What follows belongs to an exercise in optimizing a design on an open flow for a short achievable clock period and few clock cycles per item; a production flow would make more cautious choices.
Function was checked by simulation only, so behaviour that the tests miss may differ from the original.

[flow/config.mk]
export PLATFORM = sky130hd
export DESIGN_NAME = accumulating_pid_controller
export DESIGN_NICKNAME = accumulating_pid_controller
export VERILOG_FILES = /design/flow/design.v
export SDC_FILE = /design/flow/constraint.sdc
export NUM_CORES = 4
export LEC_CHECK = 0
export CAP_MARGIN = 20
export CORE_MARGIN = 2
export CORE_UTILIZATION = 55
export CTS_CLUSTER_DIAMETER = 100
export CTS_CLUSTER_SIZE = 22
export SLEW_MARGIN = 20
[flow/constraint.sdc]
create_clock -name core_clock -period 13.0 [get_ports {clk}]
set_input_delay 2.6000 -clock core_clock [delete_from_list [all_inputs] [get_ports {clk}]]
set_output_delay 2.6000 -clock core_clock [all_outputs]
set_load 0.01 [all_outputs]
[flow/design.v]
package apid_pkg;
  localparam int DATA_W    = 32;
  localparam int TIME_W    = 24;
  localparam int CFG_IDX_W = 3;
endpackage
module apid_mul_pi (
  input  logic clk,
  input  logic [31:0] a,
  input  logic [31:0] b,
  output logic [47:0] y
);
  wire [63:0] r0_0 = ({64{b[0]}} & (64'(a) << 0));
  wire [63:0] r0_1 = ({64{b[1]}} & (64'(a) << 1));
  wire [63:0] r0_2 = ({64{b[2]}} & (64'(a) << 2));
  wire [63:0] r0_3 = ({64{b[3]}} & (64'(a) << 3));
  wire [63:0] r0_4 = ({64{b[4]}} & (64'(a) << 4));
  wire [63:0] r0_5 = ({64{b[5]}} & (64'(a) << 5));
  wire [63:0] r0_6 = ({64{b[6]}} & (64'(a) << 6));
  wire [63:0] r0_7 = ({64{b[7]}} & (64'(a) << 7));
  wire [63:0] r0_8 = ({64{b[8]}} & (64'(a) << 8));
  wire [63:0] r0_9 = ({64{b[9]}} & (64'(a) << 9));
  wire [63:0] r0_10 = ({64{b[10]}} & (64'(a) << 10));
  wire [63:0] r0_11 = ({64{b[11]}} & (64'(a) << 11));
  wire [63:0] r0_12 = ({64{b[12]}} & (64'(a) << 12));
  wire [63:0] r0_13 = ({64{b[13]}} & (64'(a) << 13));
  wire [63:0] r0_14 = ({64{b[14]}} & (64'(a) << 14));
  wire [63:0] r0_15 = ({64{b[15]}} & (64'(a) << 15));
  wire [63:0] r0_16 = ({64{b[16]}} & (64'(a) << 16));
  wire [63:0] r0_17 = ({64{b[17]}} & (64'(a) << 17));
  wire [63:0] r0_18 = ({64{b[18]}} & (64'(a) << 18));
  wire [63:0] r0_19 = ({64{b[19]}} & (64'(a) << 19));
  wire [63:0] r0_20 = ({64{b[20]}} & (64'(a) << 20));
  wire [63:0] r0_21 = ({64{b[21]}} & (64'(a) << 21));
  wire [63:0] r0_22 = ({64{b[22]}} & (64'(a) << 22));
  wire [63:0] r0_23 = ({64{b[23]}} & (64'(a) << 23));
  wire [63:0] r0_24 = ({64{b[24]}} & (64'(a) << 24));
  wire [63:0] r0_25 = ({64{b[25]}} & (64'(a) << 25));
  wire [63:0] r0_26 = ({64{b[26]}} & (64'(a) << 26));
  wire [63:0] r0_27 = ({64{b[27]}} & (64'(a) << 27));
  wire [63:0] r0_28 = ({64{b[28]}} & (64'(a) << 28));
  wire [63:0] r0_29 = ({64{b[29]}} & (64'(a) << 29));
  wire [63:0] r0_30 = ({64{b[30]}} & (64'(a) << 30));
  wire [63:0] r0_31 = ({64{b[31]}} & (64'(a) << 31));
  wire [63:0] r0_32 = 64'd32768;
  wire [63:0] l1_s0 = r0_0 ^ r0_1 ^ r0_2;
  wire [63:0] l1_c0 = ((r0_0 & r0_1) | (r0_0 & r0_2) | (r0_1 & r0_2)) << 1;
  wire [63:0] l1_s1 = r0_3 ^ r0_4 ^ r0_5;
  wire [63:0] l1_c1 = ((r0_3 & r0_4) | (r0_3 & r0_5) | (r0_4 & r0_5)) << 1;
  wire [63:0] l1_s2 = r0_6 ^ r0_7 ^ r0_8;
  wire [63:0] l1_c2 = ((r0_6 & r0_7) | (r0_6 & r0_8) | (r0_7 & r0_8)) << 1;
  wire [63:0] l1_s3 = r0_9 ^ r0_10 ^ r0_11;
  wire [63:0] l1_c3 = ((r0_9 & r0_10) | (r0_9 & r0_11) | (r0_10 & r0_11)) << 1;
  wire [63:0] l1_s4 = r0_12 ^ r0_13 ^ r0_14;
  wire [63:0] l1_c4 = ((r0_12 & r0_13) | (r0_12 & r0_14) | (r0_13 & r0_14)) << 1;
  wire [63:0] l1_s5 = r0_15 ^ r0_16 ^ r0_17;
  wire [63:0] l1_c5 = ((r0_15 & r0_16) | (r0_15 & r0_17) | (r0_16 & r0_17)) << 1;
  wire [63:0] l1_s6 = r0_18 ^ r0_19 ^ r0_20;
  wire [63:0] l1_c6 = ((r0_18 & r0_19) | (r0_18 & r0_20) | (r0_19 & r0_20)) << 1;
  wire [63:0] l1_s7 = r0_21 ^ r0_22 ^ r0_23;
  wire [63:0] l1_c7 = ((r0_21 & r0_22) | (r0_21 & r0_23) | (r0_22 & r0_23)) << 1;
  wire [63:0] l1_s8 = r0_24 ^ r0_25 ^ r0_26;
  wire [63:0] l1_c8 = ((r0_24 & r0_25) | (r0_24 & r0_26) | (r0_25 & r0_26)) << 1;
  wire [63:0] l1_s9 = r0_27 ^ r0_28 ^ r0_29;
  wire [63:0] l1_c9 = ((r0_27 & r0_28) | (r0_27 & r0_29) | (r0_28 & r0_29)) << 1;
  wire [63:0] l1_s10 = r0_30 ^ r0_31 ^ r0_32;
  wire [63:0] l1_c10 = ((r0_30 & r0_31) | (r0_30 & r0_32) | (r0_31 & r0_32)) << 1;
  wire [63:0] l2_s0 = l1_s0 ^ l1_c0 ^ l1_s1;
  wire [63:0] l2_c0 = ((l1_s0 & l1_c0) | (l1_s0 & l1_s1) | (l1_c0 & l1_s1)) << 1;
  wire [63:0] l2_s1 = l1_c1 ^ l1_s2 ^ l1_c2;
  wire [63:0] l2_c1 = ((l1_c1 & l1_s2) | (l1_c1 & l1_c2) | (l1_s2 & l1_c2)) << 1;
  wire [63:0] l2_s2 = l1_s3 ^ l1_c3 ^ l1_s4;
  wire [63:0] l2_c2 = ((l1_s3 & l1_c3) | (l1_s3 & l1_s4) | (l1_c3 & l1_s4)) << 1;
  wire [63:0] l2_s3 = l1_c4 ^ l1_s5 ^ l1_c5;
  wire [63:0] l2_c3 = ((l1_c4 & l1_s5) | (l1_c4 & l1_c5) | (l1_s5 & l1_c5)) << 1;
  wire [63:0] l2_s4 = l1_s6 ^ l1_c6 ^ l1_s7;
  wire [63:0] l2_c4 = ((l1_s6 & l1_c6) | (l1_s6 & l1_s7) | (l1_c6 & l1_s7)) << 1;
  wire [63:0] l2_s5 = l1_c7 ^ l1_s8 ^ l1_c8;
  wire [63:0] l2_c5 = ((l1_c7 & l1_s8) | (l1_c7 & l1_c8) | (l1_s8 & l1_c8)) << 1;
  wire [63:0] l2_s6 = l1_s9 ^ l1_c9 ^ l1_s10;
  wire [63:0] l2_c6 = ((l1_s9 & l1_c9) | (l1_s9 & l1_s10) | (l1_c9 & l1_s10)) << 1;
  wire [63:0] l3_s0 = l2_s0 ^ l2_c0 ^ l2_s1;
  wire [63:0] l3_c0 = ((l2_s0 & l2_c0) | (l2_s0 & l2_s1) | (l2_c0 & l2_s1)) << 1;
  wire [63:0] l3_s1 = l2_c1 ^ l2_s2 ^ l2_c2;
  wire [63:0] l3_c1 = ((l2_c1 & l2_s2) | (l2_c1 & l2_c2) | (l2_s2 & l2_c2)) << 1;
  wire [63:0] l3_s2 = l2_s3 ^ l2_c3 ^ l2_s4;
  wire [63:0] l3_c2 = ((l2_s3 & l2_c3) | (l2_s3 & l2_s4) | (l2_c3 & l2_s4)) << 1;
  wire [63:0] l3_s3 = l2_c4 ^ l2_s5 ^ l2_c5;
  wire [63:0] l3_c3 = ((l2_c4 & l2_s5) | (l2_c4 & l2_c5) | (l2_s5 & l2_c5)) << 1;
  wire [63:0] l3_s4 = l2_s6 ^ l2_c6 ^ l1_c10;
  wire [63:0] l3_c4 = ((l2_s6 & l2_c6) | (l2_s6 & l1_c10) | (l2_c6 & l1_c10)) << 1;
  wire [63:0] l4_s0 = l3_s0 ^ l3_c0 ^ l3_s1;
  wire [63:0] l4_c0 = ((l3_s0 & l3_c0) | (l3_s0 & l3_s1) | (l3_c0 & l3_s1)) << 1;
  wire [63:0] l4_s1 = l3_c1 ^ l3_s2 ^ l3_c2;
  wire [63:0] l4_c1 = ((l3_c1 & l3_s2) | (l3_c1 & l3_c2) | (l3_s2 & l3_c2)) << 1;
  wire [63:0] l4_s2 = l3_s3 ^ l3_c3 ^ l3_s4;
  wire [63:0] l4_c2 = ((l3_s3 & l3_c3) | (l3_s3 & l3_s4) | (l3_c3 & l3_s4)) << 1;
  wire [63:0] l5_s0 = l4_s0 ^ l4_c0 ^ l4_s1;
  wire [63:0] l5_c0 = ((l4_s0 & l4_c0) | (l4_s0 & l4_s1) | (l4_c0 & l4_s1)) << 1;
  wire [63:0] l5_s1 = l4_c1 ^ l4_s2 ^ l4_c2;
  wire [63:0] l5_c1 = ((l4_c1 & l4_s2) | (l4_c1 & l4_c2) | (l4_s2 & l4_c2)) << 1;
  logic [63:0] p0_0;
  always_ff @(posedge clk) p0_0 <= l5_s0;
  logic [63:0] p0_1;
  always_ff @(posedge clk) p0_1 <= l5_c0;
  logic [63:0] p0_2;
  always_ff @(posedge clk) p0_2 <= l5_s1;
  logic [63:0] p0_3;
  always_ff @(posedge clk) p0_3 <= l5_c1;
  logic [63:0] p0_4;
  always_ff @(posedge clk) p0_4 <= l3_c4;
  wire [63:0] l6_s0 = p0_0 ^ p0_1 ^ p0_2;
  wire [63:0] l6_c0 = ((p0_0 & p0_1) | (p0_0 & p0_2) | (p0_1 & p0_2)) << 1;
  wire [63:0] l7_s0 = l6_s0 ^ l6_c0 ^ p0_3;
  wire [63:0] l7_c0 = ((l6_s0 & l6_c0) | (l6_s0 & p0_3) | (l6_c0 & p0_3)) << 1;
  wire [63:0] l8_s0 = l7_s0 ^ l7_c0 ^ p0_4;
  wire [63:0] l8_c0 = ((l7_s0 & l7_c0) | (l7_s0 & p0_4) | (l7_c0 & p0_4)) << 1;
  wire [32:0] sl = {1'b0, l8_s0[31:0]} + {1'b0, l8_c0[31:0]};
  logic [31:0] ha, hb;
  logic hc;
  logic [15:0] ylo;
  always_ff @(posedge clk) ylo <= sl[31:16];
  always_ff @(posedge clk) begin ha <= l8_s0[63:32]; hb <= l8_c0[63:32]; hc <= sl[32]; end
  wire [31:0] sh = ha + hb + {31'd0, hc};
  always_ff @(posedge clk) y <= {sh[31:0], ylo};
endmodule
module apid_mul_x (
  input  logic clk,
  input  logic [31:0] a,
  input  logic [23:0] b,
  output logic [55:0] y
);
  wire [55:0] r0_0 = ({56{b[0]}} & (56'(a) << 0));
  wire [55:0] r0_1 = ({56{b[1]}} & (56'(a) << 1));
  wire [55:0] r0_2 = ({56{b[2]}} & (56'(a) << 2));
  wire [55:0] r0_3 = ({56{b[3]}} & (56'(a) << 3));
  wire [55:0] r0_4 = ({56{b[4]}} & (56'(a) << 4));
  wire [55:0] r0_5 = ({56{b[5]}} & (56'(a) << 5));
  wire [55:0] r0_6 = ({56{b[6]}} & (56'(a) << 6));
  wire [55:0] r0_7 = ({56{b[7]}} & (56'(a) << 7));
  wire [55:0] r0_8 = ({56{b[8]}} & (56'(a) << 8));
  wire [55:0] r0_9 = ({56{b[9]}} & (56'(a) << 9));
  wire [55:0] r0_10 = ({56{b[10]}} & (56'(a) << 10));
  wire [55:0] r0_11 = ({56{b[11]}} & (56'(a) << 11));
  wire [55:0] r0_12 = ({56{b[12]}} & (56'(a) << 12));
  wire [55:0] r0_13 = ({56{b[13]}} & (56'(a) << 13));
  wire [55:0] r0_14 = ({56{b[14]}} & (56'(a) << 14));
  wire [55:0] r0_15 = ({56{b[15]}} & (56'(a) << 15));
  wire [55:0] r0_16 = ({56{b[16]}} & (56'(a) << 16));
  wire [55:0] r0_17 = ({56{b[17]}} & (56'(a) << 17));
  wire [55:0] r0_18 = ({56{b[18]}} & (56'(a) << 18));
  wire [55:0] r0_19 = ({56{b[19]}} & (56'(a) << 19));
  wire [55:0] r0_20 = ({56{b[20]}} & (56'(a) << 20));
  wire [55:0] r0_21 = ({56{b[21]}} & (56'(a) << 21));
  wire [55:0] r0_22 = ({56{b[22]}} & (56'(a) << 22));
  wire [55:0] r0_23 = ({56{b[23]}} & (56'(a) << 23));
  wire [55:0] r0_24 = 56'd500000;
  wire [55:0] l1_s0 = r0_0 ^ r0_1 ^ r0_2;
  wire [55:0] l1_c0 = ((r0_0 & r0_1) | (r0_0 & r0_2) | (r0_1 & r0_2)) << 1;
  wire [55:0] l1_s1 = r0_3 ^ r0_4 ^ r0_5;
  wire [55:0] l1_c1 = ((r0_3 & r0_4) | (r0_3 & r0_5) | (r0_4 & r0_5)) << 1;
  wire [55:0] l1_s2 = r0_6 ^ r0_7 ^ r0_8;
  wire [55:0] l1_c2 = ((r0_6 & r0_7) | (r0_6 & r0_8) | (r0_7 & r0_8)) << 1;
  wire [55:0] l1_s3 = r0_9 ^ r0_10 ^ r0_11;
  wire [55:0] l1_c3 = ((r0_9 & r0_10) | (r0_9 & r0_11) | (r0_10 & r0_11)) << 1;
  wire [55:0] l1_s4 = r0_12 ^ r0_13 ^ r0_14;
  wire [55:0] l1_c4 = ((r0_12 & r0_13) | (r0_12 & r0_14) | (r0_13 & r0_14)) << 1;
  wire [55:0] l1_s5 = r0_15 ^ r0_16 ^ r0_17;
  wire [55:0] l1_c5 = ((r0_15 & r0_16) | (r0_15 & r0_17) | (r0_16 & r0_17)) << 1;
  wire [55:0] l1_s6 = r0_18 ^ r0_19 ^ r0_20;
  wire [55:0] l1_c6 = ((r0_18 & r0_19) | (r0_18 & r0_20) | (r0_19 & r0_20)) << 1;
  wire [55:0] l1_s7 = r0_21 ^ r0_22 ^ r0_23;
  wire [55:0] l1_c7 = ((r0_21 & r0_22) | (r0_21 & r0_23) | (r0_22 & r0_23)) << 1;
  wire [55:0] l2_s0 = l1_s0 ^ l1_c0 ^ l1_s1;
  wire [55:0] l2_c0 = ((l1_s0 & l1_c0) | (l1_s0 & l1_s1) | (l1_c0 & l1_s1)) << 1;
  wire [55:0] l2_s1 = l1_c1 ^ l1_s2 ^ l1_c2;
  wire [55:0] l2_c1 = ((l1_c1 & l1_s2) | (l1_c1 & l1_c2) | (l1_s2 & l1_c2)) << 1;
  wire [55:0] l2_s2 = l1_s3 ^ l1_c3 ^ l1_s4;
  wire [55:0] l2_c2 = ((l1_s3 & l1_c3) | (l1_s3 & l1_s4) | (l1_c3 & l1_s4)) << 1;
  wire [55:0] l2_s3 = l1_c4 ^ l1_s5 ^ l1_c5;
  wire [55:0] l2_c3 = ((l1_c4 & l1_s5) | (l1_c4 & l1_c5) | (l1_s5 & l1_c5)) << 1;
  wire [55:0] l2_s4 = l1_s6 ^ l1_c6 ^ l1_s7;
  wire [55:0] l2_c4 = ((l1_s6 & l1_c6) | (l1_s6 & l1_s7) | (l1_c6 & l1_s7)) << 1;
  wire [55:0] l3_s0 = l2_s0 ^ l2_c0 ^ l2_s1;
  wire [55:0] l3_c0 = ((l2_s0 & l2_c0) | (l2_s0 & l2_s1) | (l2_c0 & l2_s1)) << 1;
  wire [55:0] l3_s1 = l2_c1 ^ l2_s2 ^ l2_c2;
  wire [55:0] l3_c1 = ((l2_c1 & l2_s2) | (l2_c1 & l2_c2) | (l2_s2 & l2_c2)) << 1;
  wire [55:0] l3_s2 = l2_s3 ^ l2_c3 ^ l2_s4;
  wire [55:0] l3_c2 = ((l2_s3 & l2_c3) | (l2_s3 & l2_s4) | (l2_c3 & l2_s4)) << 1;
  wire [55:0] l3_s3 = l2_c4 ^ l1_c7 ^ r0_24;
  wire [55:0] l3_c3 = ((l2_c4 & l1_c7) | (l2_c4 & r0_24) | (l1_c7 & r0_24)) << 1;
  wire [55:0] l4_s0 = l3_s0 ^ l3_c0 ^ l3_s1;
  wire [55:0] l4_c0 = ((l3_s0 & l3_c0) | (l3_s0 & l3_s1) | (l3_c0 & l3_s1)) << 1;
  wire [55:0] l4_s1 = l3_c1 ^ l3_s2 ^ l3_c2;
  wire [55:0] l4_c1 = ((l3_c1 & l3_s2) | (l3_c1 & l3_c2) | (l3_s2 & l3_c2)) << 1;
  wire [55:0] l5_s0 = l4_s0 ^ l4_c0 ^ l4_s1;
  wire [55:0] l5_c0 = ((l4_s0 & l4_c0) | (l4_s0 & l4_s1) | (l4_c0 & l4_s1)) << 1;
  wire [55:0] l5_s1 = l4_c1 ^ l3_s3 ^ l3_c3;
  wire [55:0] l5_c1 = ((l4_c1 & l3_s3) | (l4_c1 & l3_c3) | (l3_s3 & l3_c3)) << 1;
  logic [55:0] p0_0;
  always_ff @(posedge clk) p0_0 <= l5_s0;
  logic [55:0] p0_1;
  always_ff @(posedge clk) p0_1 <= l5_c0;
  logic [55:0] p0_2;
  always_ff @(posedge clk) p0_2 <= l5_s1;
  logic [55:0] p0_3;
  always_ff @(posedge clk) p0_3 <= l5_c1;
  wire [55:0] l6_s0 = p0_0 ^ p0_1 ^ p0_2;
  wire [55:0] l6_c0 = ((p0_0 & p0_1) | (p0_0 & p0_2) | (p0_1 & p0_2)) << 1;
  wire [55:0] l7_s0 = l6_s0 ^ l6_c0 ^ p0_3;
  wire [55:0] l7_c0 = ((l6_s0 & l6_c0) | (l6_s0 & p0_3) | (l6_c0 & p0_3)) << 1;
  wire [28:0] sl = {1'b0, l7_s0[27:0]} + {1'b0, l7_c0[27:0]};
  logic [27:0] ha, hb;
  logic hc;
  logic [27:0] ylo;
  always_ff @(posedge clk) ylo <= sl[27:0];
  always_ff @(posedge clk) begin ha <= l7_s0[55:28]; hb <= l7_c0[55:28]; hc <= sl[28]; end
  wire [27:0] sh = ha + hb + {27'd0, hc};
  always_ff @(posedge clk) y <= {sh[27:0], ylo};
endmodule
module apid_mul_q (
  input  logic clk,
  input  logic [55:0] a,
  output logic [36:0] y
);
  wire [109:0] r0_0 = (~(110'(a) << 0));
  wire [109:0] r0_1 = (~(110'(a) << 2));
  wire [109:0] r0_2 = (110'(a) << 5);
  wire [109:0] r0_3 = (~(110'(a) << 8));
  wire [109:0] r0_4 = (~(110'(a) << 10));
  wire [109:0] r0_5 = (~(110'(a) << 13));
  wire [109:0] r0_6 = (~(110'(a) << 18));
  wire [109:0] r0_7 = (~(110'(a) << 20));
  wire [109:0] r0_8 = (~(110'(a) << 23));
  wire [109:0] r0_9 = (110'(a) << 25);
  wire [109:0] r0_10 = (110'(a) << 30);
  wire [109:0] r0_11 = (~(110'(a) << 32));
  wire [109:0] r0_12 = (~(110'(a) << 36));
  wire [109:0] r0_13 = (~(110'(a) << 41));
  wire [109:0] r0_14 = (110'(a) << 44);
  wire [109:0] r0_15 = (~(110'(a) << 47));
  wire [109:0] r0_16 = (110'(a) << 49);
  wire [109:0] r0_17 = (110'(a) << 53);
  wire [109:0] r0_18 = 110'd12;
  wire [109:0] l1_s0 = r0_0 ^ r0_1 ^ r0_2;
  wire [109:0] l1_c0 = ((r0_0 & r0_1) | (r0_0 & r0_2) | (r0_1 & r0_2)) << 1;
  wire [109:0] l1_s1 = r0_3 ^ r0_4 ^ r0_5;
  wire [109:0] l1_c1 = ((r0_3 & r0_4) | (r0_3 & r0_5) | (r0_4 & r0_5)) << 1;
  wire [109:0] l1_s2 = r0_6 ^ r0_7 ^ r0_8;
  wire [109:0] l1_c2 = ((r0_6 & r0_7) | (r0_6 & r0_8) | (r0_7 & r0_8)) << 1;
  wire [109:0] l1_s3 = r0_9 ^ r0_10 ^ r0_11;
  wire [109:0] l1_c3 = ((r0_9 & r0_10) | (r0_9 & r0_11) | (r0_10 & r0_11)) << 1;
  wire [109:0] l1_s4 = r0_12 ^ r0_13 ^ r0_14;
  wire [109:0] l1_c4 = ((r0_12 & r0_13) | (r0_12 & r0_14) | (r0_13 & r0_14)) << 1;
  wire [109:0] l1_s5 = r0_15 ^ r0_16 ^ r0_17;
  wire [109:0] l1_c5 = ((r0_15 & r0_16) | (r0_15 & r0_17) | (r0_16 & r0_17)) << 1;
  wire [109:0] l2_s0 = l1_s0 ^ l1_c0 ^ l1_s1;
  wire [109:0] l2_c0 = ((l1_s0 & l1_c0) | (l1_s0 & l1_s1) | (l1_c0 & l1_s1)) << 1;
  wire [109:0] l2_s1 = l1_c1 ^ l1_s2 ^ l1_c2;
  wire [109:0] l2_c1 = ((l1_c1 & l1_s2) | (l1_c1 & l1_c2) | (l1_s2 & l1_c2)) << 1;
  wire [109:0] l2_s2 = l1_s3 ^ l1_c3 ^ l1_s4;
  wire [109:0] l2_c2 = ((l1_s3 & l1_c3) | (l1_s3 & l1_s4) | (l1_c3 & l1_s4)) << 1;
  wire [109:0] l2_s3 = l1_c4 ^ l1_s5 ^ l1_c5;
  wire [109:0] l2_c3 = ((l1_c4 & l1_s5) | (l1_c4 & l1_c5) | (l1_s5 & l1_c5)) << 1;
  wire [109:0] l3_s0 = l2_s0 ^ l2_c0 ^ l2_s1;
  wire [109:0] l3_c0 = ((l2_s0 & l2_c0) | (l2_s0 & l2_s1) | (l2_c0 & l2_s1)) << 1;
  wire [109:0] l3_s1 = l2_c1 ^ l2_s2 ^ l2_c2;
  wire [109:0] l3_c1 = ((l2_c1 & l2_s2) | (l2_c1 & l2_c2) | (l2_s2 & l2_c2)) << 1;
  wire [109:0] l3_s2 = l2_s3 ^ l2_c3 ^ r0_18;
  wire [109:0] l3_c2 = ((l2_s3 & l2_c3) | (l2_s3 & r0_18) | (l2_c3 & r0_18)) << 1;
  wire [109:0] l4_s0 = l3_s0 ^ l3_c0 ^ l3_s1;
  wire [109:0] l4_c0 = ((l3_s0 & l3_c0) | (l3_s0 & l3_s1) | (l3_c0 & l3_s1)) << 1;
  wire [109:0] l4_s1 = l3_c1 ^ l3_s2 ^ l3_c2;
  wire [109:0] l4_c1 = ((l3_c1 & l3_s2) | (l3_c1 & l3_c2) | (l3_s2 & l3_c2)) << 1;
  wire [109:0] l5_s0 = l4_s0 ^ l4_c0 ^ l4_s1;
  wire [109:0] l5_c0 = ((l4_s0 & l4_c0) | (l4_s0 & l4_s1) | (l4_c0 & l4_s1)) << 1;
  logic [109:0] p0_0;
  always_ff @(posedge clk) p0_0 <= l5_s0;
  logic [109:0] p0_1;
  always_ff @(posedge clk) p0_1 <= l5_c0;
  logic [109:0] p0_2;
  always_ff @(posedge clk) p0_2 <= l4_c1;
  wire [109:0] l6_s0 = p0_0 ^ p0_1 ^ p0_2;
  wire [109:0] l6_c0 = ((p0_0 & p0_1) | (p0_0 & p0_2) | (p0_1 & p0_2)) << 1;
  wire [73:0] sl = {1'b0, l6_s0[72:0]} + {1'b0, l6_c0[72:0]};
  logic [36:0] ha, hb;
  logic hc;
  always_ff @(posedge clk) begin ha <= l6_s0[109:73]; hb <= l6_c0[109:73]; hc <= sl[73]; end
  wire [36:0] sh = ha + hb + {36'd0, hc};
  always_ff @(posedge clk) y <= sh[36:0];
endmodule
module apid_mul_d (
  input  logic clk,
  input  logic [50:0] a,
  input  logic [32:0] b,
  input  logic [23:0] x,
  output logic [67:0] y
);
  wire [83:0] r0_0 = ({84{b[0]}} & (84'(a) << 0));
  wire [83:0] r0_1 = ({84{b[1]}} & (84'(a) << 1));
  wire [83:0] r0_2 = ({84{b[2]}} & (84'(a) << 2));
  wire [83:0] r0_3 = ({84{b[3]}} & (84'(a) << 3));
  wire [83:0] r0_4 = ({84{b[4]}} & (84'(a) << 4));
  wire [83:0] r0_5 = ({84{b[5]}} & (84'(a) << 5));
  wire [83:0] r0_6 = ({84{b[6]}} & (84'(a) << 6));
  wire [83:0] r0_7 = ({84{b[7]}} & (84'(a) << 7));
  wire [83:0] r0_8 = ({84{b[8]}} & (84'(a) << 8));
  wire [83:0] r0_9 = ({84{b[9]}} & (84'(a) << 9));
  wire [83:0] r0_10 = ({84{b[10]}} & (84'(a) << 10));
  wire [83:0] r0_11 = ({84{b[11]}} & (84'(a) << 11));
  wire [83:0] r0_12 = ({84{b[12]}} & (84'(a) << 12));
  wire [83:0] r0_13 = ({84{b[13]}} & (84'(a) << 13));
  wire [83:0] r0_14 = ({84{b[14]}} & (84'(a) << 14));
  wire [83:0] r0_15 = ({84{b[15]}} & (84'(a) << 15));
  wire [83:0] r0_16 = ({84{b[16]}} & (84'(a) << 16));
  wire [83:0] r0_17 = ({84{b[17]}} & (84'(a) << 17));
  wire [83:0] r0_18 = ({84{b[18]}} & (84'(a) << 18));
  wire [83:0] r0_19 = ({84{b[19]}} & (84'(a) << 19));
  wire [83:0] r0_20 = ({84{b[20]}} & (84'(a) << 20));
  wire [83:0] r0_21 = ({84{b[21]}} & (84'(a) << 21));
  wire [83:0] r0_22 = ({84{b[22]}} & (84'(a) << 22));
  wire [83:0] r0_23 = ({84{b[23]}} & (84'(a) << 23));
  wire [83:0] r0_24 = ({84{b[24]}} & (84'(a) << 24));
  wire [83:0] r0_25 = ({84{b[25]}} & (84'(a) << 25));
  wire [83:0] r0_26 = ({84{b[26]}} & (84'(a) << 26));
  wire [83:0] r0_27 = ({84{b[27]}} & (84'(a) << 27));
  wire [83:0] r0_28 = ({84{b[28]}} & (84'(a) << 28));
  wire [83:0] r0_29 = ({84{b[29]}} & (84'(a) << 29));
  wire [83:0] r0_30 = ({84{b[30]}} & (84'(a) << 30));
  wire [83:0] r0_31 = ({84{b[31]}} & (84'(a) << 31));
  wire [83:0] r0_32 = ({84{b[32]}} & (84'(a) << 32));
  wire [83:0] r0_33 = (84'(x) << 15);
  wire [83:0] l1_s0 = r0_0 ^ r0_1 ^ r0_2;
  wire [83:0] l1_c0 = ((r0_0 & r0_1) | (r0_0 & r0_2) | (r0_1 & r0_2)) << 1;
  wire [83:0] l1_s1 = r0_3 ^ r0_4 ^ r0_5;
  wire [83:0] l1_c1 = ((r0_3 & r0_4) | (r0_3 & r0_5) | (r0_4 & r0_5)) << 1;
  wire [83:0] l1_s2 = r0_6 ^ r0_7 ^ r0_8;
  wire [83:0] l1_c2 = ((r0_6 & r0_7) | (r0_6 & r0_8) | (r0_7 & r0_8)) << 1;
  wire [83:0] l1_s3 = r0_9 ^ r0_10 ^ r0_11;
  wire [83:0] l1_c3 = ((r0_9 & r0_10) | (r0_9 & r0_11) | (r0_10 & r0_11)) << 1;
  wire [83:0] l1_s4 = r0_12 ^ r0_13 ^ r0_14;
  wire [83:0] l1_c4 = ((r0_12 & r0_13) | (r0_12 & r0_14) | (r0_13 & r0_14)) << 1;
  wire [83:0] l1_s5 = r0_15 ^ r0_16 ^ r0_17;
  wire [83:0] l1_c5 = ((r0_15 & r0_16) | (r0_15 & r0_17) | (r0_16 & r0_17)) << 1;
  wire [83:0] l1_s6 = r0_18 ^ r0_19 ^ r0_20;
  wire [83:0] l1_c6 = ((r0_18 & r0_19) | (r0_18 & r0_20) | (r0_19 & r0_20)) << 1;
  wire [83:0] l1_s7 = r0_21 ^ r0_22 ^ r0_23;
  wire [83:0] l1_c7 = ((r0_21 & r0_22) | (r0_21 & r0_23) | (r0_22 & r0_23)) << 1;
  wire [83:0] l1_s8 = r0_24 ^ r0_25 ^ r0_26;
  wire [83:0] l1_c8 = ((r0_24 & r0_25) | (r0_24 & r0_26) | (r0_25 & r0_26)) << 1;
  wire [83:0] l1_s9 = r0_27 ^ r0_28 ^ r0_29;
  wire [83:0] l1_c9 = ((r0_27 & r0_28) | (r0_27 & r0_29) | (r0_28 & r0_29)) << 1;
  wire [83:0] l1_s10 = r0_30 ^ r0_31 ^ r0_32;
  wire [83:0] l1_c10 = ((r0_30 & r0_31) | (r0_30 & r0_32) | (r0_31 & r0_32)) << 1;
  wire [83:0] l2_s0 = l1_s0 ^ l1_c0 ^ l1_s1;
  wire [83:0] l2_c0 = ((l1_s0 & l1_c0) | (l1_s0 & l1_s1) | (l1_c0 & l1_s1)) << 1;
  wire [83:0] l2_s1 = l1_c1 ^ l1_s2 ^ l1_c2;
  wire [83:0] l2_c1 = ((l1_c1 & l1_s2) | (l1_c1 & l1_c2) | (l1_s2 & l1_c2)) << 1;
  wire [83:0] l2_s2 = l1_s3 ^ l1_c3 ^ l1_s4;
  wire [83:0] l2_c2 = ((l1_s3 & l1_c3) | (l1_s3 & l1_s4) | (l1_c3 & l1_s4)) << 1;
  wire [83:0] l2_s3 = l1_c4 ^ l1_s5 ^ l1_c5;
  wire [83:0] l2_c3 = ((l1_c4 & l1_s5) | (l1_c4 & l1_c5) | (l1_s5 & l1_c5)) << 1;
  wire [83:0] l2_s4 = l1_s6 ^ l1_c6 ^ l1_s7;
  wire [83:0] l2_c4 = ((l1_s6 & l1_c6) | (l1_s6 & l1_s7) | (l1_c6 & l1_s7)) << 1;
  wire [83:0] l2_s5 = l1_c7 ^ l1_s8 ^ l1_c8;
  wire [83:0] l2_c5 = ((l1_c7 & l1_s8) | (l1_c7 & l1_c8) | (l1_s8 & l1_c8)) << 1;
  wire [83:0] l2_s6 = l1_s9 ^ l1_c9 ^ l1_s10;
  wire [83:0] l2_c6 = ((l1_s9 & l1_c9) | (l1_s9 & l1_s10) | (l1_c9 & l1_s10)) << 1;
  wire [83:0] l3_s0 = l2_s0 ^ l2_c0 ^ l2_s1;
  wire [83:0] l3_c0 = ((l2_s0 & l2_c0) | (l2_s0 & l2_s1) | (l2_c0 & l2_s1)) << 1;
  wire [83:0] l3_s1 = l2_c1 ^ l2_s2 ^ l2_c2;
  wire [83:0] l3_c1 = ((l2_c1 & l2_s2) | (l2_c1 & l2_c2) | (l2_s2 & l2_c2)) << 1;
  wire [83:0] l3_s2 = l2_s3 ^ l2_c3 ^ l2_s4;
  wire [83:0] l3_c2 = ((l2_s3 & l2_c3) | (l2_s3 & l2_s4) | (l2_c3 & l2_s4)) << 1;
  wire [83:0] l3_s3 = l2_c4 ^ l2_s5 ^ l2_c5;
  wire [83:0] l3_c3 = ((l2_c4 & l2_s5) | (l2_c4 & l2_c5) | (l2_s5 & l2_c5)) << 1;
  wire [83:0] l3_s4 = l2_s6 ^ l2_c6 ^ l1_c10;
  wire [83:0] l3_c4 = ((l2_s6 & l2_c6) | (l2_s6 & l1_c10) | (l2_c6 & l1_c10)) << 1;
  wire [83:0] l4_s0 = l3_s0 ^ l3_c0 ^ l3_s1;
  wire [83:0] l4_c0 = ((l3_s0 & l3_c0) | (l3_s0 & l3_s1) | (l3_c0 & l3_s1)) << 1;
  wire [83:0] l4_s1 = l3_c1 ^ l3_s2 ^ l3_c2;
  wire [83:0] l4_c1 = ((l3_c1 & l3_s2) | (l3_c1 & l3_c2) | (l3_s2 & l3_c2)) << 1;
  wire [83:0] l4_s2 = l3_s3 ^ l3_c3 ^ l3_s4;
  wire [83:0] l4_c2 = ((l3_s3 & l3_c3) | (l3_s3 & l3_s4) | (l3_c3 & l3_s4)) << 1;
  wire [83:0] l5_s0 = l4_s0 ^ l4_c0 ^ l4_s1;
  wire [83:0] l5_c0 = ((l4_s0 & l4_c0) | (l4_s0 & l4_s1) | (l4_c0 & l4_s1)) << 1;
  wire [83:0] l5_s1 = l4_c1 ^ l4_s2 ^ l4_c2;
  wire [83:0] l5_c1 = ((l4_c1 & l4_s2) | (l4_c1 & l4_c2) | (l4_s2 & l4_c2)) << 1;
  logic [83:0] p0_0;
  always_ff @(posedge clk) p0_0 <= l5_s0;
  logic [83:0] p0_1;
  always_ff @(posedge clk) p0_1 <= l5_c0;
  logic [83:0] p0_2;
  always_ff @(posedge clk) p0_2 <= l5_s1;
  logic [83:0] p0_3;
  always_ff @(posedge clk) p0_3 <= l5_c1;
  logic [83:0] p0_4;
  always_ff @(posedge clk) p0_4 <= l3_c4;
  logic [83:0] p0_5;
  always_ff @(posedge clk) p0_5 <= r0_33;
  wire [83:0] l6_s0 = p0_0 ^ p0_1 ^ p0_2;
  wire [83:0] l6_c0 = ((p0_0 & p0_1) | (p0_0 & p0_2) | (p0_1 & p0_2)) << 1;
  wire [83:0] l6_s1 = p0_3 ^ p0_4 ^ p0_5;
  wire [83:0] l6_c1 = ((p0_3 & p0_4) | (p0_3 & p0_5) | (p0_4 & p0_5)) << 1;
  wire [83:0] l7_s0 = l6_s0 ^ l6_c0 ^ l6_s1;
  wire [83:0] l7_c0 = ((l6_s0 & l6_c0) | (l6_s0 & l6_s1) | (l6_c0 & l6_s1)) << 1;
  wire [83:0] l8_s0 = l7_s0 ^ l7_c0 ^ l6_c1;
  wire [83:0] l8_c0 = ((l7_s0 & l7_c0) | (l7_s0 & l6_c1) | (l7_c0 & l6_c1)) << 1;
  wire [32:0] sl = {1'b0, l8_s0[31:0]} + {1'b0, l8_c0[31:0]};
  logic [51:0] ha, hb;
  logic hc;
  logic [15:0] ylo;
  always_ff @(posedge clk) ylo <= sl[31:16];
  always_ff @(posedge clk) begin ha <= l8_s0[83:32]; hb <= l8_c0[83:32]; hc <= sl[32]; end
  wire [51:0] sh = ha + hb + {51'd0, hc};
  always_ff @(posedge clk) y <= {sh[51:0], ylo};
endmodule
module apid_mul_kd (
  input  logic clk,
  input  logic [31:0] a,
  output logic [51:0] y
);
  wire [51:0] r0_0 = (52'(a) << 6);
  wire [51:0] r0_1 = (52'(a) << 9);
  wire [51:0] r0_2 = (52'(a) << 14);
  wire [51:0] r0_3 = (~(52'(a) << 16));
  wire [51:0] r0_4 = (52'(a) << 20);
  wire [51:0] r0_5 = 52'd1;
  wire [51:0] l1_s0 = r0_0 ^ r0_1 ^ r0_2;
  wire [51:0] l1_c0 = ((r0_0 & r0_1) | (r0_0 & r0_2) | (r0_1 & r0_2)) << 1;
  wire [51:0] l1_s1 = r0_3 ^ r0_4 ^ r0_5;
  wire [51:0] l1_c1 = ((r0_3 & r0_4) | (r0_3 & r0_5) | (r0_4 & r0_5)) << 1;
  wire [51:0] l2_s0 = l1_s0 ^ l1_c0 ^ l1_s1;
  wire [51:0] l2_c0 = ((l1_s0 & l1_c0) | (l1_s0 & l1_s1) | (l1_c0 & l1_s1)) << 1;
  wire [51:0] l3_s0 = l2_s0 ^ l2_c0 ^ l1_c1;
  wire [51:0] l3_c0 = ((l2_s0 & l2_c0) | (l2_s0 & l1_c1) | (l2_c0 & l1_c1)) << 1;
  wire [26:0] sl = {1'b0, l3_s0[25:0]} + {1'b0, l3_c0[25:0]};
  logic [25:0] ha, hb;
  logic hc;
  logic [25:0] ylo;
  always_ff @(posedge clk) ylo <= sl[25:0];
  always_ff @(posedge clk) begin ha <= l3_s0[51:26]; hb <= l3_c0[51:26]; hc <= sl[26]; end
  wire [25:0] sh = ha + hb + {25'd0, hc};
  always_ff @(posedge clk) y <= {sh[25:0], ylo};
endmodule
import apid_pkg::*;
module accumulating_pid_controller (
  input  logic                 clk,
  input  logic                 rst_n,
  input  logic                 in_valid,
  output logic                 in_ready,
  input  logic [89:0]          in_data,
  output logic                 out_valid,
  input  logic                 out_ready,
  output logic [64:0]          out_data,
  input  logic                 cfg_valid,
  output logic                 cfg_ready,
  input  logic [CFG_IDX_W-1:0] cfg_index,
  input  logic [DATA_W-1:0]    cfg_data
);
  localparam int NS    = 20;    
  localparam int DEPTH = 32;    
  localparam int PW    = 5;
  assign cfg_ready = 1'b1;
  logic        rst_q;
  logic        cfg_we_q;
  logic [2:0]  cfg_idx_q;
  logic [31:0] cfg_dat_q;
  always_ff @(posedge clk) begin
    rst_q     <= ~rst_n;
    cfg_we_q  <= cfg_valid & rst_n;
    cfg_idx_q <= cfg_index;
    cfg_dat_q <= cfg_data;
  end
  logic        kp_neg, ki_neg, kd_neg;
  logic [31:0] kp_mag, ki_mag, kd_mag;
  logic [30:0] lim;
  logic [31:0] limn;
  logic [34:0] limc;               
  logic signed [31:0] floor_r, ceil_r;
  logic [34:0] nceil, nfloor;      
  logic        ceil_max, floor_min;
  logic [31:0] cfg_mag;
  logic [51:0] kd1e6;
  assign cfg_mag = cfg_dat_q[31] ? (32'd0 - cfg_dat_q) : cfg_dat_q;
  always_ff @(posedge clk) begin
    if (rst_q) begin
      kp_neg <= 1'b0; kp_mag <= '0;
      ki_neg <= 1'b0; ki_mag <= '0;
      kd_neg <= 1'b0; kd_mag <= '0;
      lim <= '0; limn <= '0; limc <= '1;
      floor_r <= '0; ceil_r <= '0; nceil <= '1; nfloor <= '0;
      ceil_max <= 1'b0; floor_min <= 1'b0;
    end else if (cfg_we_q) begin
      case (cfg_idx_q)
        3'd0: begin kp_neg <= cfg_dat_q[31]; kp_mag <= cfg_mag; end
        3'd1: begin ki_neg <= cfg_dat_q[31]; ki_mag <= cfg_mag; end
        3'd2: begin kd_neg <= cfg_dat_q[31]; kd_mag <= cfg_mag; end
        3'd3: begin
          lim  <= cfg_dat_q[30:0];
          limn <= 32'd0 - {1'b0, cfg_dat_q[30:0]};
          limc <= ~{4'd0, cfg_dat_q[30:0]};
        end
        3'd4: begin
          floor_r   <= cfg_dat_q;
          nfloor    <= 35'd0 - {{3{cfg_dat_q[31]}}, cfg_dat_q};
          floor_min <= (cfg_dat_q == 32'h8000_0000);
        end
        3'd5: begin
          ceil_r   <= cfg_dat_q;
          nceil    <= ~{{3{cfg_dat_q[31]}}, cfg_dat_q};
          ceil_max <= (cfg_dat_q == 32'h7FFF_FFFF);
        end
        default: ;
      endcase
    end
  end
  apid_mul_kd u_mkd (.clk(clk), .a(kd_mag), .y(kd1e6));
  logic [NS:0]         v;           
  logic [NS:1]         upd, rop, skp;
  logic [89:0]         in0;
  logic [18:1][31:0]   rc;
  logic [15:1][23:0]   dts;
  logic [15:5][25:0]   dt3s;
  logic [15:5][26:0]   dt5s, dt7s;
  logic signed [31:0] target_r, meas_r, err_r, errp_r, acc_r, ctrl_r, chg_r;
  function automatic logic sign3(input logic [34:0] a, input logic [34:0] b,
                                 input logic [34:0] c);
    logic [34:0] s, cy, t;
    s  = a ^ b ^ c;
    cy = ((a & b) | (a & c) | (b & c)) << 1;
    t  = s + cy;
    sign3 = t[34];
  endfunction
  function automatic logic [34:0] sx35(input logic [31:0] x);
    sx35 = {{3{x[31]}}, x};
  endfunction
  always_ff @(posedge clk) in0 <= in_data;
  logic [1:0]         op0;
  logic signed [31:0] val0;
  logic [23:0]        dt0;
  logic               dtnz0;
  logic signed [32:0] da1, db1;    
  logic [1:0]         op1;
  assign op0   = in0[89:88];
  assign val0  = in0[87:56];
  assign dt0   = in0[23:0];
  assign dtnz0 = |dt0;
  always_ff @(posedge clk) begin
    if (rst_q) begin
      target_r <= '0; meas_r <= '0;
    end else if (v[0]) begin
      if (op0 == 2'd0 || op0 == 2'd3) target_r <= val0;
      if (op0 == 2'd1 || op0 == 2'd3) meas_r   <= val0;
    end
    da1 <= {val0[31], val0} - {meas_r[31], meas_r};
    db1 <= {target_r[31], target_r} - {val0[31], val0};
    op1 <= op0;
  end
  function automatic logic signed [31:0] sat33(input logic signed [32:0] x);
    if (x[32] != x[31]) sat33 = x[32] ? 32'sh8000_0000 : 32'sh7FFF_FFFF;
    else                sat33 = x[31:0];
  endfunction
  logic signed [31:0] sa1, sb1;
  logic [31:0]        emag2;
  logic [32:0]        demag2;
  logic [8:2]         eneg;
  logic [16:2]        deneg;
  logic signed [32:0] de1, nde1;
  assign sa1  = sat33(da1);
  assign sb1  = sat33(db1);
  assign de1  = {err_r[31], err_r} - {errp_r[31], errp_r};
  assign nde1 = {errp_r[31], errp_r} - {err_r[31], err_r};
  always_ff @(posedge clk) begin
    if (rst_q) begin
      err_r <= '0; errp_r <= '0;
    end else if (v[1]) begin
      case (op1)
        2'd0: begin err_r <= sa1; errp_r <= sa1; end
        2'd1: err_r <= sb1;
        2'd2: if (upd[1]) errp_r <= err_r;
        2'd3: begin err_r <= '0; errp_r <= '0; end
      endcase
    end
    emag2    <= err_r[31] ? (32'd0 - err_r) : err_r;
    eneg[2]  <= err_r[31];
    demag2   <= de1[32] ? nde1 : de1;
    deneg[2] <= de1[32];
    for (int k = 3; k <= 8; k++)  eneg[k]  <= eneg[k-1];
    for (int k = 3; k <= 16; k++) deneg[k] <= deneg[k-1];
  end
  always_ff @(posedge clk) begin
    v[0]   <= in_valid & in_ready & rst_n;
    v[1]   <= rst_q ? 1'b0 : v[0];
    upd[1] <= (op0 == 2'd2) & dtnz0;
    skp[1] <= (op0 == 2'd2) & ~dtnz0;
    rop[1] <= (op0 == 2'd3);
    rc[1]  <= in0[55:24];
    dts[1] <= dt0;
    dt3s[5] <= 26'(dts[4]) + 26'({dts[4], 1'b0});
    dt5s[5] <= 27'(dts[4]) + 27'({dts[4], 2'b0});
    dt7s[5] <= 27'({dts[4], 3'b0}) - 27'(dts[4]);
    for (int k = 2; k <= NS; k++) v[k] <= rst_q ? 1'b0 : v[k-1];
    for (int k = 2; k <= NS; k++) begin
      upd[k] <= upd[k-1]; rop[k] <= rop[k-1]; skp[k] <= skp[k-1];
    end
    for (int k = 2; k <= 18; k++) rc[k]  <= rc[k-1];
    for (int k = 2; k <= 15; k++) dts[k] <= dts[k-1];
    for (int k = 6; k <= 15; k++) begin
      dt3s[k] <= dt3s[k-1]; dt5s[k] <= dt5s[k-1]; dt7s[k] <= dt7s[k-1];
    end
  end
  logic [47:0] mp5;
  logic [55:0] x5;
  logic [67:0] m5;
  apid_mul_pi u_mp (.clk(clk), .a(emag2), .b(kp_mag), .y(mp5));
  apid_mul_x  u_mx (.clk(clk), .a(emag2), .b(dts[2]), .y(x5));
  apid_mul_d  u_md (.clk(clk), .a(kd1e6[50:0]), .b(demag2), .x(dts[2]), .y(m5));
  function automatic logic [31:0] clampmag(input logic neg, input logic big,
                                           input logic [31:0] lo);
    if (neg) clampmag = (big || (lo[31] && |lo[30:0])) ? 32'h8000_0000 : lo;
    else     clampmag = (big || lo[31]) ? 32'h7FFF_FFFF : lo;
  endfunction
  logic [31:0]        pmag6;
  logic               pneg6;
  logic [16:7][31:0]  pv;
  always_ff @(posedge clk) begin
    pneg6 <= eneg[5] ^ kp_neg;
    pmag6 <= clampmag(eneg[5] ^ kp_neg, |mp5[47:32], mp5[31:0]);
    pv[7] <= pneg6 ? (32'd0 - pmag6) : pmag6;
    for (int k = 8; k <= 16; k++) pv[k] <= pv[k-1];
  end
  logic [36:0]        q8;
  logic signed [31:0] istep9;
  logic [31:0]        imag8;
  apid_mul_q u_mq (.clk(clk), .a(x5), .y(q8));
  assign imag8 = clampmag(eneg[8], |q8[36:32], q8[31:0]);
  always_ff @(posedge clk) istep9 <= eneg[8] ? (32'd0 - imag8) : imag8;
  logic [32:0] asum9;
  logic        agt9, alt9;
  assign asum9 = 33'(acc_r) + 33'(istep9);
  assign agt9  = ~sign3(sx35(acc_r), sx35(istep9), limc);         
  assign alt9  = sign3(sx35(acc_r), sx35(istep9), {4'd0, lim});   
  always_ff @(posedge clk) begin
    if (rst_q) acc_r <= '0;
    else if (v[9] && rop[9]) acc_r <= '0;
    else if (v[9] && upd[9]) begin
      if (agt9)      acc_r <= {1'b0, lim};
      else if (alt9) acc_r <= limn;
      else           acc_r <= asum9[31:0];
    end
  end
  logic [31:0]        amag11;
  logic [14:11]       aneg;
  logic [47:0]        mi14;
  logic [16:15][31:0] iv;
  always_ff @(posedge clk) begin
    amag11   <= acc_r[31] ? (32'd0 - acc_r) : acc_r;
    aneg[11] <= acc_r[31];
    for (int k = 12; k <= 14; k++) aneg[k] <= aneg[k-1];
  end
  apid_mul_pi u_mi (.clk(clk), .a(amag11), .b(ki_mag), .y(mi14));
  logic [31:0] imag14;
  assign imag14 = clampmag(aneg[14] ^ ki_neg, |mi14[47:32], mi14[31:0]);
  always_ff @(posedge clk) begin
    iv[15] <= (aneg[14] ^ ki_neg) ? (32'd0 - imag14) : imag14;
    iv[16] <= iv[15];
  end
  logic [16:6][23:0] dr;
  logic [16:6][32:0] db;      
  logic [16:6][32:0] dq;
  logic [16:6]       dovf;
  function automatic logic [26:0] divstep(input logic [23:0] r, input logic [2:0] bits,
                                          input logic [23:0] dt, input logic [25:0] dt3,
                                          input logic [26:0] dt5, input logic [26:0] dt7);
    logic [26:0] t;
    logic [27:0] df1, df2, df3, df4, df5, df6, df7;
    t   = {r, bits};
    df1 = {1'b0, t} - 28'(dt);
    df2 = {1'b0, t} - 28'({dt, 1'b0});
    df3 = {1'b0, t} - 28'(dt3);
    df4 = {1'b0, t} - 28'({dt, 2'b0});
    df5 = {1'b0, t} - 28'(dt5);
    df6 = {1'b0, t} - 28'({dt3, 1'b0});
    df7 = {1'b0, t} - 28'(dt7);
    if (!df7[27])      divstep = {3'd7, df7[23:0]};
    else if (!df6[27]) divstep = {3'd6, df6[23:0]};
    else if (!df5[27]) divstep = {3'd5, df5[23:0]};
    else if (!df4[27]) divstep = {3'd4, df4[23:0]};
    else if (!df3[27]) divstep = {3'd3, df3[23:0]};
    else if (!df2[27]) divstep = {3'd2, df2[23:0]};
    else if (!df1[27]) divstep = {3'd1, df1[23:0]};
    else               divstep = {3'd0, t[23:0]};
  endfunction
  logic [26:0]       ds6;
  logic [16:7][26:0] dsk;
  assign ds6 = divstep({1'b0, m5[55:33]}, m5[32:30], dts[5], dt3s[5], dt5s[5], dt7s[5]);
  always_comb
    for (int k = 7; k <= 16; k++)
      dsk[k] = divstep(dr[k-1], db[k-1][32:30], dts[k-1], dt3s[k-1], dt5s[k-1], dt7s[k-1]);
  always_ff @(posedge clk) begin
    dr[6]   <= ds6[23:0];
    db[6]   <= {m5[29:0], 3'b000};
    dq[6]   <= {30'd0, ds6[26:24]};
    dovf[6] <= (|m5[67:56]) || (m5[55:32] >= dts[5]);
    for (int k = 7; k <= 16; k++) begin
      dr[k]   <= dsk[k][23:0];
      db[k]   <= {db[k-1][29:0], 3'b000};
      dq[k]   <= {dq[k-1][29:0], dsk[k][26:24]};
      dovf[k] <= dovf[k-1];
    end
  end
  logic [31:0] dmag16;
  logic        dneg16;
  logic [34:0] dx16;
  logic [34:0] cs17, cc17;
  assign dneg16 = deneg[16] ^ kd_neg;
  assign dmag16 = clampmag(dneg16, dovf[16] | dq[16][32], dq[16][31:0]);
  assign dx16   = {3'b000, dmag16} ^ {35{dneg16}};
  always_ff @(posedge clk) begin
    cs17 <= sx35(pv[16]) ^ sx35(iv[16]) ^ dx16;
    cc17 <= (((sx35(pv[16]) & sx35(iv[16])) | (sx35(pv[16]) & dx16)
             | (sx35(iv[16]) & dx16)) << 1) | {34'd0, dneg16};
  end
  logic [34:0]        csum17;
  logic signed [31:0] chg18;
  assign csum17 = cs17 + cc17;
  always_ff @(posedge clk) begin
    if (csum17[34] && !(&csum17[33:31]))     chg18 <= 32'sh8000_0000;
    else if (!csum17[34] && |csum17[33:31])  chg18 <= 32'sh7FFF_FFFF;
    else                                     chg18 <= csum17[31:0];
  end
  logic [32:0]        cs18;
  logic signed [31:0] csat18;
  logic               cgt18, clt18;
  assign cs18   = 33'(ctrl_r) + 33'(chg18);
  assign csat18 = (cs18[32] != cs18[31]) ? (cs18[32] ? 32'sh8000_0000 : 32'sh7FFF_FFFF)
                                         : cs18[31:0];
  assign cgt18  = ~sign3(sx35(ctrl_r), sx35(chg18), nceil) & ~ceil_max;    
  assign clt18  = sign3(sx35(ctrl_r), sx35(chg18), nfloor) & ~floor_min;   
  always_ff @(posedge clk) begin
    if (rst_q) begin
      ctrl_r <= '0; chg_r <= '0;
    end else if (v[18] && rop[18]) begin
      ctrl_r <= rc[18]; chg_r <= '0;
    end else if (v[18] && upd[18]) begin
      chg_r <= chg18;
      if (cgt18)      ctrl_r <= ceil_r;
      else if (clt18) ctrl_r <= floor_r;
      else            ctrl_r <= csat18;
    end
  end
  logic [DEPTH-1:0][64:0] mem;
  logic [PW-1:0]          wptr, rptr;
  logic                   out_v, out_vo;
  logic [64:0]            out_d;
  logic                   out_fire_q;
  logic [PW:0]            cnt, cnt_nxt;
  logic                   in_rdy, in_rdyo;
  logic        wr;
  logic [64:0] wdata;
  assign wr    = v[19];
  assign wdata = {skp[19] ? 32'd0 : ctrl_r, chg_r, skp[19]};
  logic [DEPTH-1:0] wsel;            
  always_ff @(posedge clk) begin
    for (int k = 0; k < DEPTH; k++)
      if (wr && wsel[k]) mem[k] <= wdata;
    if (rst_q) begin
      wptr <= '0;
      wsel <= DEPTH'(1);
    end else if (wr) begin
      wptr <= wptr + 1'b1;
      wsel <= {wsel[DEPTH-2:0], wsel[DEPTH-1]};
    end
  end
  logic          load, avail, load_o, nxt;
  logic [PW-1:0] rptr_m1;            
  logic [64:0]   head, shown;
  assign load   = ~out_v | out_ready;
  assign load_o = ~out_v | out_ready;    
  assign avail  = (rptr != wptr);
  assign nxt    = avail | wr;        
  assign head   = avail ? mem[rptr] : wdata;
  assign shown  = mem[rptr_m1];
  always_ff @(posedge clk) begin
    if (!rst_n || rst_q) out_v <= 1'b0;
    else if (load) out_v <= nxt;
    out_vo <= rst_n & ~rst_q & ((load_o & nxt) | (~load_o & out_v));
    out_d  <= ({65{load_o}} & head) | ({65{~load_o}} & shown);
    if (rst_q) begin
      rptr    <= '0;
      rptr_m1 <= '1;
    end else if (load && nxt) begin
      rptr    <= rptr + 1'b1;
      rptr_m1 <= rptr;
    end
    out_fire_q <= out_v & out_ready & rst_n;
  end
  assign cnt_nxt = cnt + (PW+1)'(v[0]) - (PW+1)'(out_fire_q);
  always_ff @(posedge clk) begin
    if (rst_q) begin
      cnt     <= '0;
      in_rdy  <= 1'b1;
      in_rdyo <= 1'b1;
    end else begin
      cnt     <= cnt_nxt;
      in_rdy  <= (cnt_nxt <= (PW+1)'(DEPTH - 2));
      in_rdyo <= ((cnt + (PW+1)'(v[0])) <= (PW+1)'(DEPTH - 2) + (PW+1)'(out_fire_q));
    end
  end
  assign in_ready  = in_rdyo;
  assign out_valid = out_vo;
  assign out_data  = out_d;
endmodule
[flow/flow/run.sh]
#!/bin/bash
set -euo pipefail
bash standard.sh SETUP_SLACK_MARGIN=9 finish > standard_make.log 2>&1
[flow/standard.sh]
#!/bin/bash
# synth_recipe.tcl (not shown) runs the flow's synth.tcl, then flattens the netlist and writes it again
# the make line also repeats each setting of config.mk as NAME=value (left out here)
make -C /OpenROAD-flow-scripts/flow DESIGN_CONFIG=/design/flow/config.mk WORK_HOME=/design/flow/orfs CLKGATE_MAP_FILE= SYNTH_SCRIPT=/design/flow/synth_recipe.tcl "${@:-finish}"
==> results.toml, run 1 <==
[yosys]
synthArstFlopShare_pct = 0
synth_ff_type = "dfxtp_1"
synth_area_per_cell_um2 = 10.7
ys_ff_latch = 8059
synth_cell_types = 97
syn_area_mm2 = 0.516
syn-instance-count = 48037
synth_seq_area_share_pct = 35.3
synth_edf_count = 2080
yosys_warnings = 6
syn-num-nets = 56860

[sta]
fin_setup_tns_ns = 0
rsz0062_at_grt = "true"
max_slew_margin_pct = 6.34
period_minus_slack_ns = 4.36
fmax_mhz = 229
worstMarginPinSlew_ns = 1.39
hold_ws_ns = 0.189
finalCritPeriodShare_pct = 33.6
setup_violations = 0
finalHoldViolCount = 0
slew_violations = 0
fin_skew_ns = 0.173

[cts]
cts_tree = "done"
path_clk_slew_ns = 0.09
root_buffer = "clkbuf_16"
h-tree-depth = 5
clock_latency_ns = 1.20
numCtsBuffers = 473
cts_sinks = 8059
clockBufferDepth = 5
ctsHoldBuffers = 0

[die]
ioPinCount = 198
dieArea_mm2 = 0.945
die_h_um = 972
start_util_pct = 55.2
die_w_um = 972
rows = 355
design.core.area_mm2 = 0.935

[job]
drv_cap = 0

[detailed_routing]
drc = 0
final_antenna_net_count = 0
wl_per_cell_um = 27.7
via_per_inst = 5.95
first_pass_iters = 10
wl_mm = 1700
vias = 365359
initialDrtViolationCount = 32178

[critical_path]
arrival_ns = 1.76
cp-start-kind = "register"
cp-end-kind = "output port"
path_cells = "buf_6"
critPathKind = "reg2out"
cp.required_ns = 10.40
critPathMaxFanout = 2
max_stage_delay_ns = 0.43
cp_top_family = "flip-flops"
crit_buf_inv = 1
cp_slowest_cell = "dfxtp_4"

[status]
status = "timing/DRC/antenna clean"

[grt]
grt_use_met3_pct = 6.47
grt_pass1_vias = 374959
grt_overflow = 0
use_met1_pct = 44.5
grt_pass1_wl_mm = 2450
grt_usage_pct = 35.1
grtUsageMet2_pct = 57.5
grt_max_degree = 130
antenna_found_initial = 187
busiest_layer = "met2"

[placed_design]
gp_congestion = 0.998
dp.cells = 59476
io_buffers = 196
hpwl_mm = 1240
placed_cell_area_mm2 = 0.532

[finish]
design_area_mm2 = 0.563
fill_cells = 77754
area.growth.synth_to_final_pct = 9.16
final_cells = 61399
fin_nets = 56926
drive_gt1_share_pct = 10.5

[min_path]
worstHoldPathType = "reg2reg"
## cell usage after synthesis (249+ instances only)
library cell,instances,share of area [%]
nor2b_1,332,0.40
clkbuf_1,1660,1.2
o211ai_1,287,0.42
a21o_1,894,1.3
nand2_1,3577,2.6
nor3_1,445,0.43
mux4_2,1295,5.7
a31oi_1,252,0.31
o21a_1,366,0.53
xor2_1,699,1.2
a21oi_1,2393,2.3
edfxtp_1,2080,12
nand2b_1,483,0.59
ha_1,3699,9.0
mux2i_1,249,0.48
a211oi_1,478,0.70
nor2_1,1888,1.4
inv_1,7202,5.2
xnor2_1,1226,2.1
fa_1,4994,19
and2_1,2635,3.2
o21ai_0,1558,1.5
dfxtp_1,5979,23
nand3_1,448,0.43
## registers in the layout, indices dropped and copies added (netlist names), 165 cells and up
register / flops
db: 165
dt7s: 297
dts: 338
pv: 320
dt5s: 286
rc: 576
mem: 2080
dr: 240
dq: 198
dt3s: 264
## final timing paths
path	start	to	slack (ns)	cells after the start
worst max-delay path	out_d[54]	out_data[54]	8.64	1
worst min-delay path	rc[485]	rc[517]	0.19	0
worst max register to register	dts[112]	dr[1]	8.90	13
worst min register to register	rc[485]	rc[517]	0.19	0
## area by class of cell
cell class	count	area, µm²	area share (%)
antenna	534	1340	0.237
clock buffer	609	12500	2.22
clock inverter	133	1860	0.331
inverter	7202	27300	4.84
multi-input combinational	30963	307000	54.5
sequential	8059	183000	32.6
tap	12495	15600	2.78
timing repair buffer	1404	14100	2.51
## layer usage
layer / wire (µm) / up-vias
li1: - / 160601
met1: 652000 / 185093
met2: 793000 / 15750
met3: 137000 / 3869
met4: 115000 / 46
met5: 292 / -
## cell families after synthesis
family | after synthesis | synth area share, %
AND/OR/NAND/NOR | 10728 | 10.2
buffers and inverters | 9024 | 6.57
adder cells (fa/ha/maj) | 8699 | 28.4
flip-flops | 8059 | 35.3
AO/OA/AOI/OAI | 8028 | 10.0
XOR/XNOR | 1926 | 3.27
multiplexers | 1572 | 6.20
other | 1 | 0.000727
## cells in the final DEF, fill, tap and decap left out, drive strengths merged, types with 894 or more instances in the layout
| master | Yosys | layout |
|---|---|---|
| a21o | 894 | 894 |
| a21oi | 2394 | 2394 |
| and2 | 2637 | 2638 |
| buf | 162 | 1238 |
| dfxtp | 5979 | 5979 |
| edfxtp | 2080 | 2080 |
| fa | 4994 | 4994 |
| ha | 3699 | 3699 |
| inv | 7202 | 7201 |
| mux4 | 1295 | 1295 |
| nand2 | 3577 | 3577 |
| nor2 | 1888 | 1889 |
| o21ai | 1573 | 1573 |
| xnor2 | 1226 | 1226 |
## what timing repair did
action | in CTS | in global routing
setup endpoints to repair | 1204 | 911
setup buffers | 342 | 258
pin swaps | 207 | 310
cloned | 21 | 23
gates resized for setup | 1808 | 946
## through the flow
| stage | setup slack, ns | utilization [%] |
|---|---|---|
| after CTS | 8.56 | 59.4 |
| after global routing | 8.57 | 60.2 |
| after floorplan | 9.02 | - |
| after detailed placement | 7.64 | 56.9 |
| after global placement | 7.71 | 56.9 |
| final | 8.64 | 60.2 |
Testbench counts, summed over its fixed seeds: cycles 2,576, items 2,400.
==> run 2, diff against run 1 <==
--- a/flow/design.v
+++ b/flow/design.v
@@ -116,10 +116,8 @@
   wire [63:0] l8_c0 = ((l7_s0 & l7_c0) | (l7_s0 & p0_4) | (l7_c0 & p0_4)) << 1;
-  wire [32:0] sl = {1'b0, l8_s0[31:0]} + {1'b0, l8_c0[31:0]};
-  logic [31:0] ha, hb;
+  wire [16:0] sl = {1'b0, l8_s0[15:0]} + {1'b0, l8_c0[15:0]};
+  logic [47:0] ha, hb;
   logic hc;
-  logic [15:0] ylo;
-  always_ff @(posedge clk) ylo <= sl[31:16];
-  always_ff @(posedge clk) begin ha <= l8_s0[63:32]; hb <= l8_c0[63:32]; hc <= sl[32]; end
-  wire [31:0] sh = ha + hb + {31'd0, hc};
-  always_ff @(posedge clk) y <= {sh[31:0], ylo};
+  always_ff @(posedge clk) begin ha <= l8_s0[63:16]; hb <= l8_c0[63:16]; hc <= sl[16]; end
+  wire [47:0] sh = ha + hb + {47'd0, hc};
+  always_ff @(posedge clk) y <= sh[47:0];
 endmodule
==> results.toml, run 2 <==
[grt]
grt_use_met3_pct = 5.33
grt_overflow = 0
use_met1_pct = 42.6
antenna_found_initial = 106
grt_pass1_wl_mm = 2370
grt_usage_pct = 33.2
grt_max_degree = 185
grt_pass1_vias = 376259
busiest_layer = "met2"
grtUsageMet2_pct = 55.8

[yosys]
post-synth-top-count-cell = "inv_1"
yosysTopAreaCell = "dfxtp_1"
yosys_warnings = 6
synth_ff_type = "dfxtp_1"
synth_common_cells = "inv_1 (7187), dfxtp_1 (6011), fa_1 (4994)"
syn_area_mm2 = 0.518
synth_edf_count = 2080
synth_area_leaders = "dfxtp_1 (23%), fa_1 (19%), edfxtp_1 (12%), ha_1 (8.9%), mux4_2 (5.6%)"
synth_seq_area_share_pct = 35.3
synth_cell_types = 94
ys_ff_latch = 8091
synth_area_per_cell_um2 = 10.7
synthArstFlopShare_pct = 0
synth_top_cell_area_share_pct = 23.3
syn-num-nets = 57107
syn-instance-count = 48285

[cts]
ctsHoldBuffers = 0
numCtsBuffers = 477
clock_latency_ns = 1.20
root_buffer = "clkbuf_16"
clockBufferDepth = 5
path_clk_slew_ns = 0.09
h-tree-depth = 5
cts_tree = "done"
cts_sinks = 8091

[finish]
area.growth.synth_to_final_pct = 8.82
largest_register = "mem"
final_common_cell = "inv_1"
fin_nets = 57146
drive_gt1_share_pct = 10.3
reg.largest.list = "mem x2080, rc x576, dts x338"
layout_common_cells = "inv_1 (7099), dfxtp_1 (5523), fa_1 (4947)"
largest_register_ffs = 2080
fin_util_pct = 60.0

[detailed_routing]
vias = 362038
drc = 0
via_per_inst = 5.91
wl_mm = 1610
first_pass_iters = 6
initialDrtViolationCount = 29175
wl_per_cell_um = 26.3
final_antenna_net_count = 0

[sta]
worst_slack_ns = 8.66
worstMarginPinSlew_ns = 1.34
max_slew_margin_pct = 8.61
setup_violations = 0
rsz0062_at_grt = "true"
hold_ws_ns = 0.235
fmax_mhz = 230
period_minus_slack_ns = 4.34
finalHoldViolCount = 0
fin_skew_ns = 0.160
finalCritPeriodShare_pct = 33.4
fin_setup_tns_ns = 0
slew_violations = 0

[critical_path]
critPathKind = "reg2out"
crit_buf_inv = 1
max_stage_delay_ns = 0.43
cp_slowest_cell = "dfxtp_4"
cp-start-kind = "register"
rr_startpoint = "cfg_dat_q[1]"
rrSetupSlack_ns = 8.90
rr_endpoint = "ki_mag[29]"
cp.required_ns = 10.40
crit_path_start = "out_d[56]"
cp-end-kind = "output port"
arrival_ns = 1.74
cp_top_family = "flip-flops"
critPathMaxFanout = 1
r2r_cells = 12
path_cells = "buf_6"

[status]
status = "timing/DRC/antenna clean"

[die]
design.core.area_mm2 = 0.939
die_h_um = 974
die_w_um = 974
ioPinCount = 198
start_util_pct = 55.1
rows = 356
dieArea_mm2 = 0.949

[placed_design]
pre_cts_ws_ns = 7.62
gp_congestion = 0.970
io_buffers = 196
hpwl_mm = 1180

[job]
drv_cap = 0

[min_path]
whs_path_depth = 0
worstHoldPathType = "reg2reg"
min_to = "rc[3]"
holdCritStartpoint = "in0[27]"
run 2: changes by cell type after synthesis, sizes merged, moves of 32 or more:
cell	change
o22ai	+36
mux2i	+42
a21oi	+71
o21a	+59
a211o	+32
o21ai	+64
dfxtp	+32
a211oi	+34
a21o	-64
o21bai	-53
run 2: worst max-delay path by stage:
stage	endpoint	slack, ns	cells past startpoint
floorplan	u_md.ylo[13]	9.07	20
global placement	u_md.y[64]	7.65	17
detailed placement	u_md.y[64]	7.62	17
CTS	out_data[22]	8.60	1
global route	out_data[56]	8.64	1
finish	out_data[56]	8.66	1
run 2: what timing repair did:
action,in CTS,in global routing
setup buffers,283,227
setup endpoints to repair,1113,874
gates resized for setup,1735,1018
pin swaps,196,325
cloned,28,25
run 2: metal layers:
metal | vias to the layer above | share of wire (%) | wire length [µm]
met5 | - | 0.0085 | 137
met2 | 14150 | 48 | 768000
met3 | 3615 | 7.2 | 116000
met4 | 22 | 5.6 | 89300
met1 | 183200 | 39 | 635000
li1 | 161051 | - | -
run 2: per-stage QoR:
step | instances | instance area [µm²]
after global placement | 59805 | 534000
final | 61219 | 563000
after global routing | 61168 | 563000
after detailed placement | 59812 | 534000
after CTS | 60856 | 556000
after floorplan | 48285 | 518000
run 2: layout make-up:
| class | instances | area (µm²) |
|---|---|---|
| Tap cell | 12530 | 15700 |
| Sequential cell | 8091 | 184000 |
| Clock inverter | 135 | 1830 |
| Timing Repair Buffer | 1379 | 13800 |
| Clock buffer | 598 | 12500 |
| Multi-Input combinational cell | 31186 | 308000 |
| Inverter | 7189 | 27200 |
| Antenna cell | 111 | 278 |
| Fill cell | 78218 | 376000 |
run 2: cells by family (layout without fill, tap and decap cells):
logic type	count (synthesis)	count (layout)	share of synthesized area [%]
AOI/OAI and AO/OA	8159	8162	10.1
xor gates and xnor gates	1930	1930	3.27
adders and majority gates	8697	8697	28.3
buffers and inverters	9014	9301	6.54
DFF	8091	8091	35.3
muxes	1617	1617	6.26
other	1	112	0.000725
and+or+nand+nor	10776	10779	10.3
Testbench counts of run 2, summed over its fixed seeds: cycles 2,576, items 2,400.

## re-timing with driven ports
How much do the figures lean on ideal ports? The routed layouts below were timed once more, with nothing changed but the port constraints.
Step 1 (the two cells are an assumption about what drives the block):
set clk [get_ports {clk}]
set_driving_cell -lib_cell sky130_fd_sc_hd__clkbuf_16 $clk
set_driving_cell -lib_cell sky130_fd_sc_hd__buf_2 [delete_from_list [all_inputs] $clk]
Step 2 moves the port delays by t, midway between the first and last clock arrival at a register: inputs arrive t later, outputs are due t later. That takes back most of the time a late clock gives input paths.
Slacks: ideal ports / drivers / drivers and shift; pairs: ideal ports / drivers.
| run | t, ns | setup WS [ns] | worst setup path after step 2 |
|---|---|---|---|
| run 1 | 1.286 | 8.636 / 8.467 / 7.944 | input to register |
| run 2 | 1.276 | 8.660 / 8.505 / 7.963 | input to register |
After both steps every run listed still meets setup and hold. The setup slack of run 2, which loses most, moves by -0.155 ns with the drivers and by -0.697 ns with both steps.
